This design comes from an exercise in tuning for small area and a short achievable clock period on the open sky130 flow, not from production work.
At most, simulation tests tie the RTL to the original design; equivalence was not proved.
For run 2, only the layout was checked, not whether the RTL still works.
Power and IR drop assume default switching activity.

--- design/flow/design.v ---
module dmem_responder #(
    parameter int ADDR_W      = 8,
    parameter int DATA_W      = 32,
    parameter int WAIT_CYCLES = 2
) (
    input  logic              clk,
    input  logic              reset,
    input  logic              req_valid,
    output logic              req_ready,
    input  logic              req_we,
    input  logic [31:0]       req_addr,
    input  logic [DATA_W-1:0] req_wdata,
    input  logic [3:0]        req_be,
    output logic              rsp_valid,
    output logic [DATA_W-1:0] rsp_rdata,
    output logic              rsp_err
);
    localparam int          DEPTH = 2 ** (ADDR_W - 2);
    localparam int          LANES = DATA_W / 8;
    localparam logic [3:0]  WC    = 4'(WAIT_CYCLES);
    typedef enum logic [1:0] {
        S_IDLE,
        S_WAIT,
        S_RESP
    } state_e;
    state_e state_q, state_d;
    logic [3:0] cnt_q, cnt_d;
    logic              we_q;
    logic [31:0]       addr_q;
    logic [DATA_W-1:0] wdata_q;
    logic [3:0]        be_q;
    logic [DATA_W-1:0] rd_q;
    logic              err_q;
    logic              rsp_valid_q;
    logic [DATA_W-1:0] rsp_rdata_q;
    logic              rsp_err_q;
    logic [DATA_W-1:0] mem [DEPTH];
    logic              idle;
    logic              accept;
    logic              enter_resp;
    logic              src_we;
    logic [31:0]       src_addr;
    logic [DATA_W-1:0] src_wdata;
    logic [3:0]        src_be;
    logic              src_err;
    logic [ADDR_W-3:0] src_idx;
    assign idle      = (state_q == S_IDLE);
    assign req_ready = idle;
    assign accept    = req_valid && idle;
    assign src_we    = idle ? req_we    : we_q;
    assign src_addr  = idle ? req_addr  : addr_q;
    assign src_wdata = idle ? req_wdata : wdata_q;
    assign src_be    = idle ? req_be    : be_q;
    assign src_idx   = src_addr[ADDR_W-1:2];
    assign src_err   = (|src_addr[1:0]) | (|src_addr[31:ADDR_W]);
    assign enter_resp = (state_d == S_RESP) && (state_q != S_RESP);
    assign rsp_valid = rsp_valid_q;
    assign rsp_rdata = rsp_rdata_q;
    assign rsp_err   = rsp_err_q;
    always_comb begin
        state_d = state_q;
        cnt_d   = cnt_q;
        unique case (state_q)
            S_IDLE: begin
                if (accept) begin
                    if (WC == 4'd0) begin
                        state_d = S_RESP;
                    end else begin
                        state_d = S_WAIT;
                        cnt_d   = 4'd1;
                    end
                end
            end
            S_WAIT: begin
                if (cnt_q == WC) begin
                    state_d = S_RESP;
                    cnt_d   = 4'd0;
                end else begin
                    cnt_d = cnt_q + 4'd1;
                end
            end
            S_RESP: begin
                state_d = S_IDLE;
            end
            default: begin
                state_d = S_IDLE;
                cnt_d   = 4'd0;
            end
        endcase
    end
    always_ff @(posedge clk) begin
        if (!reset) begin
            state_q <= S_IDLE;
            cnt_q   <= 4'd0;
            we_q    <= 1'b0;
            addr_q  <= '0;
            wdata_q <= '0;
            be_q    <= '0;
        end else begin
            state_q <= state_d;
            cnt_q   <= cnt_d;
            if (accept) begin
                we_q    <= req_we;
                addr_q  <= req_addr;
                wdata_q <= req_wdata;
                be_q    <= req_be;
            end
        end
    end
    always_ff @(posedge clk) begin
        if (!reset) begin
            rd_q  <= '0;
            err_q <= 1'b0;
        end else if (enter_resp) begin
            err_q <= src_err;
            rd_q  <= (src_we || src_err) ? '0 : mem[src_idx];
        end
    end
    always_ff @(posedge clk) begin
        if (!reset) begin
            rsp_valid_q <= 1'b0;
            rsp_rdata_q <= '0;
            rsp_err_q   <= 1'b0;
        end else begin
            rsp_valid_q <= (state_q == S_RESP);
            rsp_rdata_q <= (state_q == S_RESP) ? rd_q : '0;
            rsp_err_q   <= (state_q == S_RESP) ? err_q : 1'b0;
        end
    end
    always_ff @(posedge clk) begin
        if (reset && enter_resp && src_we && !src_err) begin
            for (int i = 0; i < LANES; i++) begin
                if (src_be[i]) begin
                    mem[src_idx][8*i +: 8] <= src_wdata[8*i +: 8];
                end
            end
        end
    end
endmodule
--- design/flow/run.sh ---
#!/bin/bash
# synth_recipe.tcl (not shown) runs the flow's synth.tcl, then flattens the netlist and writes it again
# the make line also repeats each setting of config.mk as NAME=value (left out here)
make -C /OpenROAD-flow-scripts/flow DESIGN_CONFIG=/design/flow/config.mk WORK_HOME=/design/flow/orfs CLKGATE_MAP_FILE= SYNTH_SCRIPT=/design/flow/synth_recipe.tcl finish
--- design/flow/config.mk ---
export PLATFORM = sky130hd
export DESIGN_NAME = dmem_responder
export DESIGN_NICKNAME = dmem_responder
export VERILOG_FILES = /design/flow/design.v
export SDC_FILE = /design/flow/constraint.sdc
export NUM_CORES = 4
export LEC_CHECK = 0
export CAP_MARGIN = 20
export CORE_MARGIN = 2
export CORE_UTILIZATION = 40
export SLEW_MARGIN = 20
--- design/flow/constraint.sdc ---
create_clock -name core_clock -period 4.5 [get_ports {clk}]
set_input_delay 0.9000 -clock core_clock [delete_from_list [all_inputs] [get_ports {clk}]]
set_output_delay 0.9000 -clock core_clock [all_outputs]
set_load 0.01 [all_outputs]
==> flow_metrics.tcl, run 1 <==
set metrics [dict create \
    status "finished clean" \
    hold_viol 0 \
    syn_nets 5664 \
    core_sq_mm 0.207 \
    mostFrequentLayoutCells "2,048 x edfxtp_1, 639 x nand2_1, 592 x buf_4" \
    hold_buffers 0 \
    final_area_sq_mm 0.0996 \
    synth_area_sq_mm 0.0835 \
    syn_inst 5590 \
    postLayoutCoreUtil 0.480 \
    initial_utilization 0.403 \
    grt_pass1_vias 53000 \
    grt.total_usage 0.250 \
    cts.reportedPaths.clkPinSlew_ns 0.07 \
    fin_skew_ns 0.0604 \
    grt_setup_unrepaired "no" \
    die_w_um 461 \
    synth.avg_cell_area_sq_um 14.9 \
    yosysTopAreaCell "edfxtp_1" \
    grt_first_pass_wirelength_mm 386 \
    synth_top_area_frac 0.736 \
    synthDistinctLibCells 84 \
    post-route-drc-count 0 \
    p_leak_nw 32.7 \
    final_common_cell "edfxtp_1" \
    area_delta_synth_final_pct 19.2 \
    nets 6210 \
    fill_cells 17600 \
    yosysWarnings 1 \
    ys_async_sr_fraction 0 \
    drv_cap 0 \
    synthFlopType "edfxtp_1" \
    grt-ovfl-total 0 \
    fin_crit_ns 4.23 \
    die_area_sq_mm 0.213 \
    numCtsBuffers 214 \
    whs_ns 0.352 \
    worstSkewPairLatency_ns 0.87 \
    rows 167 \
    firstDrtPassIters 6 \
    total_power_w 0.0452 \
    cts_resized 0 \
    routedWlPerCell_um 29.6 \
    regArea_sq_mm 0.0643 \
    drive_gt1_frac 0.171 \
    powerDensity_mw_per_mm2 454 \
    ys_seq_elements 2190 \
    slew_headroom 0.174 \
    drt.antenna.violating_nets 0 \
    setup_slack_ns 0.273 \
    synth_area_leaders "edfxtp_1 74%, dfxtp_1 3.4%, o22ai_1 3.2%" \
    ir_worst_vdd_mv 0.408 \
    crit_type "register to register" \
    multi_input_comb_area_sq_mm 0.0175 \
    worstSetupEndpointType "register" \
    via_count 55200 \
    final_max_slew_viol_count 0 \
    period_share 0.939 \
    synth_edf_count 2048 \
    cp.arrival_ns 5.04 \
    die_y_um 461 \
    hold_class "input pin to register" \
    critPathTopFamily "simple AND/OR/NAND/NOR gates" \
    postPlaceCellArea_sq_mm 0.0922 \
    path_max_fanout 29 \
    ioPinCount 107 \
    drt-total-wl_mm 270 \
    cts-root-buf "clkbuf_16" \
    portBuffers 106 \
    crit_buf_inv 3 \
    gp_congestion 0.866 \
    h-tree-depth 4 \
    routed_via_density 6.06 \
    cts_tree "done" \
    pre_cts_ws_ns -0.351 \
    required_ns 5.32 \
    crit_chain "or2_2 -> inv_2 -> buf_4 -> mux2i_1 -> nand3_2 -> buf_4 -> nor4_1 -> a32o_1" \
    dp_hpwl_mm 169 \
    tightestPinTransition_ns 1.24 \
    cts_setup_buffers 0 \
    yosysSeqAreaShare 0.770 \
    clockBufferDepth 3 \
    start_kind "register" \
    grt_max_degree 144 \
    critPathMaxStageDelay_ns 0.89 \
    setup_viol 0 \
    critical_path.most_common_cell "buf_4" \
    numClockSinks 2190 \
    slowest_stage "nor4_1" \
    antenna_found_initial 19 \
    drt_iter0_drc 7484 \
    max_freq_mhz 237 \
]
cells in the mapped netlist (77+ instances only):
cell / instances
edfxtp_1: 2048
nand2_1: 683
o22ai_1: 425
nor3_1: 297
nor2_1: 209
buf_2: 189
clkbuf_1: 173
and3_1: 154
a211oi_1: 142
dfxtp_1: 142
nand3_1: 112
o221ai_1: 97
a31oi_1: 81
o21ai_0: 77
cells by family after synthesis:
logic type      after synthesis  synth area share
compound gates             1266             0.108
fa+ha+maj                     2          0.000300
buf+inv                     445            0.0239
flops                      2190             0.770
mux                          68           0.00821
simple gates               1619            0.0894
sequential cells by signal, summed over array words and instances (netlist names):
name and flops:
mem 2048, addr_q 32, rd_q 32, rsp_rdata_q 32
wdata_q 32, be_q 4, cnt_q 4, state_q 2
err_q 1, rsp_err_q 1, rsp_valid_q 1, we_q 1
report_power, final:
| part | internal (W) | switching [W] |
|---|---|---|
| sequential | 0.0226 | 0.0000299 |
| clock | 0.0108 | 0.00784 |
| combinational | 0.00111 | 0.00284 |
| total | 0.0345 | 0.0107 |
cell type report:
class	instances	area share
sequential	2190	0.646
multi-input combinational	2955	0.176
timing repair buffer	767	0.0691
clock buffer	283	0.0592
tap	2788	0.0350
clock inverter	121	0.0145
inverter	8	0.000302
antenna	1	0.0000251
worst paths after layout:
path	slack, ns	startpoint	cells past startpoint	to
setup / recovery	0.27	state_q[0]	8	rd_q[26]
hold / removal	0.35	reset	2	err_q
setup reg to reg	0.27	state_q[0]	8	rd_q[26]
hold reg to reg	0.46	we_q	2	we_q
worst reg2reg max path, cell delays in order (launching register included):
cell     delay [ns]
dfxtp_1        0.31
or2_2          0.31
inv_2          0.60
buf_4          0.46
mux2i_1        0.38
nand3_2        0.49
buf_4          0.45
nor4_1         0.89
a32o_1         0.29
layer usage:
| layer | wire (um) | global-route usage | up-vias |
|---|---|---|---|
| met5 | 135 | 0 | - |
| met4 | 8760 | 0.0816 | 20 |
| met3 | 28600 | 0.0523 | 529 |
| met2 | 122000 | 0.382 | 3203 |
| met1 | 110000 | 0.357 | 28200 |
| li1 | - | - | 23300 |
metrics by stage:
step	setup TNS, ns	cells
CTS	0	9112
global route	0	9113
global placement	-0.754	8707
detailed placement	-0.791	8708
finish	0	9113
floorplan	0	5590
==> run 2: changes to the inputs <==
==> design/flow/design.v (replaced) <==
module dmem_bit_mux (
    input  logic s,
    input  logic a,
    input  logic sn,
    input  logic b,
    output logic y
);
    assign y = (s & a) | (sn & b);
endmodule
module dmem_rd3 (
    input  logic s0,
    input  logic d0,
    input  logic s1,
    input  logic d1,
    input  logic s2,
    input  logic d2,
    output logic y_n
);
    assign y_n = ~((s0 & d0) | (s1 & d1) | (s2 & d2));
endmodule
module dmem_responder #(
    parameter int ADDR_W      = 8,
    parameter int DATA_W      = 32,
    parameter int WAIT_CYCLES = 2
) (
    input  logic              clk,
    input  logic              reset,
    input  logic              req_valid,
    output logic              req_ready,
    input  logic              req_we,
    input  logic [31:0]       req_addr,
    input  logic [DATA_W-1:0] req_wdata,
    input  logic [3:0]        req_be,
    output logic              rsp_valid,
    output logic [DATA_W-1:0] rsp_rdata,
    output logic              rsp_err
);
    localparam int IDX_W = ADDR_W - 2;
    localparam int DEPTH = 2 ** IDX_W;
    localparam int LANES = DATA_W / 8;
    localparam int NG    = (DEPTH + 2) / 3;    
    logic rdy_q, p1_q, p2_q, p3_q, rv_q;
    logic [IDX_W-1:0] idx_q;
    logic             err_q;
    logic             we_q;
    logic [DATA_W-1:0] wd_q;
    logic [LANES-1:0]  be_q;
    logic [DATA_W-1:0] rdata_q;
    logic              rerr_q;
    always_ff @(posedge clk) begin
        if (!reset) begin
            rdy_q <= 1'b1;
            p1_q  <= 1'b0;
            p2_q  <= 1'b0;
            p3_q  <= 1'b0;
            rv_q  <= 1'b0;
        end else begin
            rdy_q <= (rdy_q & ~req_valid) | p3_q;
            p1_q  <= rdy_q & req_valid;
            p2_q  <= p1_q;
            p3_q  <= p2_q;
            rv_q  <= p3_q;
        end
    end
    always_ff @(posedge clk) begin
        if (rdy_q) begin
            idx_q <= req_addr[ADDR_W-1:2];
            err_q <= (|req_addr[1:0]) | (|req_addr[31:ADDR_W]);
            we_q  <= req_we;
        end
        wd_q <= req_wdata;
        be_q <= req_be;
    end
    logic [DEPTH-1:0] wsel;
    always_comb begin
        for (int w = 0; w < DEPTH; w++) wsel[w] = (idx_q == IDX_W'(w));
    end
    logic [LANES-1:0] lane_w;
    always_comb begin
        for (int l = 0; l < LANES; l++) lane_w[l] = p1_q & we_q & ~err_q & be_q[l];
    end
    logic [DATA_W-1:0] mem   [DEPTH];
    logic [DATA_W-1:0] mem_d [DEPTH];
    for (genvar w = 0; w < DEPTH; w++) begin : g_word
        for (genvar l = 0; l < LANES; l++) begin : g_lane
            logic wr, wr_n;
            assign wr_n = ~(wsel[w] & lane_w[l]);
            assign wr   = ~wr_n;
            for (genvar b = 8*l; b < 8*l+8; b++) begin : g_bit
                dmem_bit_mux u_mux (
                    .s (wr),
                    .a (wd_q[b]),
                    .sn(wr_n),
                    .b (mem[w][b]),
                    .y (mem_d[w][b])
                );
            end
        end
        always_ff @(posedge clk) mem[w] <= mem_d[w];
    end
    logic             ld;
    logic [DEPTH-1:0] rsel;
    assign ld   = ~we_q & ~err_q;
    assign rsel = wsel & {DEPTH{ld}};
    logic [DATA_W-1:0] rd;
    for (genvar b = 0; b < DATA_W; b++) begin : g_rbit
        logic [NG-1:0] grp_n;
        for (genvar g = 0; g < NG; g++) begin : g_grp
            if (3*g + 2 < DEPTH) begin : g_full
                dmem_rd3 u_rd (
                    .s0(rsel[3*g]),   .d0(mem[3*g][b]),
                    .s1(rsel[3*g+1]), .d1(mem[3*g+1][b]),
                    .s2(rsel[3*g+2]), .d2(mem[3*g+2][b]),
                    .y_n(grp_n[g])
                );
            end else if (3*g + 1 < DEPTH) begin : g_two
                assign grp_n[g] = ~((rsel[3*g] & mem[3*g][b]) | (rsel[3*g+1] & mem[3*g+1][b]));
            end else begin : g_one
                assign grp_n[g] = ~(rsel[3*g] & mem[3*g][b]);
            end
        end
        assign rd[b] = ~&grp_n;
    end
    always_ff @(posedge clk) begin
        rdata_q <= rd;
        rerr_q  <= err_q;
    end
    assign req_ready = rdy_q;
    assign rsp_valid = rv_q;
    assign rsp_rdata = rdata_q;
    assign rsp_err   = rerr_q;
endmodule
--- a/design/flow/config.mk
+++ b/design/flow/config.mk
@@ -8,4 +8,6 @@
 export CAP_MARGIN = 20
 export CORE_MARGIN = 2
 export CORE_UTILIZATION = 40
+export SETUP_SLACK_MARGIN = 2.0
 export SLEW_MARGIN = 20
+export SYNTH_HIERARCHICAL = 1
==> flow_metrics.tcl, run 2 <==
set metrics [dict create \
    drt.antenna.violating_nets 0 \
    drive_gt1_frac 0.197 \
    p_leak_nw 33.5 \
    slew_headroom 0.212 \
    syn_nets 6036 \
    nets 6738 \
    ioPinCount 107 \
    yosysTopAreaCell "dfxtp_1" \
    grt.total_usage 0.325 \
    cp.depth 8 \
    fin_skew_ns 0.0565 \
    max_freq_mhz 290 \
    portBuffers 106 \
    die_area_sq_mm 0.185 \
    cts-root-buf "clkbuf_16" \
    largest_reg_flops 2048 \
    synth_common_cells "2,122 x dfxtp_1, 2,048 x a22o_1, 672 x a222oi_1, 358 x nor2_1, 356 x nand2_1" \
    drv_cap 0 \
    critPathTopFamily "simple AND/OR/NAND/NOR gates" \
    firstDrtPassIters 15 \
    yosysMostFrequentCell "dfxtp_1" \
    period_share 0.766 \
    synthFlopType "dfxtp_1" \
    rows 156 \
    drt-total-wl_mm 321 \
    hold_depth 0 \
    fin_crit_ns 3.45 \
    dp_hpwl_mm 202 \
    numCtsBuffers 211 \
    total_power_w 0.0382 \
    die_w_um 431 \
    syn_inst 5964 \
    grt-ovfl-total 0 \
    powerDensity_mw_per_mm2 421 \
    final_common_cell "dfxtp_1" \
    crit_type "register to register" \
    yosysSeqAreaShare 0.587 \
    hold_buffers 0 \
    initial_utilization 0.403 \
    ys_async_sr_fraction 0 \
    yosysWarnings 10 \
    setup_viol 0 \
    grt_max_degree 65 \
    grt_setup_unrepaired "yes" \
    reg_top3 "mem x2048, rdata_q x32, wd_q x32" \
    start_kind "register" \
    routed_via_density 7.06 \
    ir_worst_vdd_mv 0.333 \
    cts_tree "done" \
    area_delta_synth_final_pct 24.6 \
    die_y_um 431 \
    final_max_slew_viol_count 0 \
    crit_chain "buf_4 -> and4bb_4 -> nand2_8 -> nor2_4 -> a222oi_1 -> nand4_1 -> or4_4 -> a2111o_1" \
    antenna_found_initial 11 \
    h-tree-depth 4 \
    hold_class "register to register" \
    slowest_stage "or4_4" \
    synth_area_sq_mm 0.0728 \
    routedWlPerCell_um 34.8 \
    hold_viol 0 \
    grt_first_pass_wirelength_mm 447 \
    synth.avg_cell_area_sq_um 12.2 \
    numClockSinks 2130 \
    regMostFlops "mem" \
    ys_seq_elements 2130 \
    grt_pass1_vias 60600 \
    core_sq_mm 0.181 \
    path_max_fanout 8 \
    synth_edf_count 8 \
    tns_ns 0 \
    via_count 65100 \
    status "finished clean" \
    ff2ff_path_depth 8 \
    cts.reportedPaths.clkPinSlew_ns 0.06 \
    cp.arrival_ns 4.16 \
    gp_congestion 0.969 \
    post-route-drc-count 0 \
    worstSetupEndpointType "register" \
    worstSkewPairLatency_ns 0.88 \
    mostFrequentLayoutCells "2,063 x dfxtp_1, 2,048 x a22o_1, 672 x a222oi_1" \
    required_ns 5.21 \
    crit_buf_inv 1 \
    clockBufferDepth 3 \
    critPathMaxStageDelay_ns 0.72 \
    synthDistinctLibCells 37 \
    synth_area_leaders "dfxtp_1 58%, a22o_1 25%, a222oi_1 9.2%" \
    tightestPinTransition_ns 1.18 \
    synth_top_area_frac 0.584 \
    drt_iter0_drc 11600 \
]
## run 2: cell count changes after synthesis, sizes merged, moves of 97 or more
| cell | before | now |
|---|---|---|
| clkbuf | 173 | 41 |
| nor3 | 297 | 2 |
| o221ai | 97 | 0 |
| nand4 | 10 | 130 |
| a22o | 11 | 2048 |
| nor2 | 210 | 384 |
| a222oi | 7 | 672 |
| buf | 264 | 48 |
| nand2 | 684 | 357 |
| a211oi | 142 | 0 |
| dfxtp | 142 | 2122 |
| and3 | 154 | 2 |
| o22ai | 425 | 0 |
| edfxtp | 2048 | 8 |
## run 2: repair_timing
item,CTS,global route
gates resized for setup,514,232
endpoints found under the setup margin,2115,1687
buffers inserted,161,77
pin swaps,251,161
gates cloned,41,9
## run 2: per-stage QoR
step | worst slack, ns | instances | instance area [sq um] | utilization | hold WS [ns]
final | 1.05 | 9219 | 90700 | 0.502 | 0.395
after floorplan | 2.00 | 5964 | 73200 | - | 0.355
after CTS | 1.28 | 9130 | 89000 | 0.492 | 0.399
after detailed placement | 0.404 | 8535 | 78400 | 0.434 | 0.385
after global routing | 1.15 | 9218 | 90700 | 0.502 | 0.402
after global placement | 0.423 | 8535 | 78400 | 0.434 | 0.372
## run 2: final timing paths
| check | end | slack, ns | startpoint |
|---|---|---|---|
| worst max-delay path | rdata_q[12] | 1.05 | idx_q[3] |
| worst min-delay path | rerr_q | 0.40 | err_q |
| worst max register to register | rdata_q[12] | 1.05 | idx_q[3] |
| worst min register to register | rerr_q | 0.40 | err_q |
## run 2: worst register-to-register path: stages, from the launching register on
cell,delay (ns)
edfxtp_1,0.44
buf_4,0.18
and4bb_4,0.26
nand2_8,0.14
nor2_4,0.11
a222oi_1,0.69
nand4_1,0.48
or4_4,0.72
a2111o_1,0.31
## run 2: metal layers
metal  part of all wire  GRT usage  up-vias
li1                   -          -    27000
met1               0.39      0.428    32100
met2               0.42      0.483     4900
met3               0.12     0.0791     1040
met4              0.076      0.194       10
met5            0.00035    0.00234        -
## run 2: cell type report
| type | count | area [sq um] |
|---|---|---|
| fill | 15600 | 90000 |
| sequential | 2130 | 42900 |
| multi-input combinational | 3787 | 32200 |
| clock buffer | 315 | 6230 |
| timing repair buffer | 536 | 5360 |
| tap | 2370 | 2970 |
| clock inverter | 78 | 1020 |
| antenna | 3 | 7.51 |
## run 2: modules after synthesis, one instance, submodules excluded
| module | area, sq um | cells inside | flops+latches |
|---|---|---|---|
| dmem_responder | 48100 | 3244 | 2130 |
| dmem_rd3 | 10.0 | 1 | 0 |
| dmem_bit_mux | 8.76 | 1 | 0 |
## run 2: kinds of logic after synthesis
family	count (synthesis)	synth area share
buffers and inverters	89	0.00548
AND/OR/NAND/NOR	993	0.0640
flip-flops	2130	0.587
AO/OA/AOI/OAI	2752	0.344
## run 2: power breakdown
group	internal (W)	switching, W	leakage (nW)	total [W]
combinational	0.000236	0.000477	12.7	0.000714
clock	0.0104	0.00787	3.56	0.0183
sequential	0.0189	0.000287	17.2	0.0192
total	0.0296	0.00864	33.5	0.0382

## what the ideal ports hide
The results above use ideal ports. As a check the final layouts listed here were re-extracted and re-timed, cells and wires unchanged. Step 1 sets driving cells, clkbuf_16 on the clock port and buf_2 on the other inputs (assumed; they add their load-dependent delay and slew). Step 2 times the ports against the registers' clock, not the clock port: input delays grow and output delays shrink by t, the midpoint of the rising clock arrivals with the driver on. Three values: no drivers, after step 1, after step 2; two values: the first two.
run	shift t [ns]	setup WS [ns]	worst hold slack (ns)	worst setup path after step 2
run 1	0.939	0.273 / 0.273 / -0.470	0.352 / 0.276 / 0.462	input to register
run 2	0.947	1.054 / 1.054 / 1.054	0.395 / 0.395 / 0.395	register to register
Met with ideal ports but missed after step 2: setup timing in run 1. For run 1, which loses most, drivers alone change the setup slack by 0.000 ns; drivers and shift together by -0.743 ns.
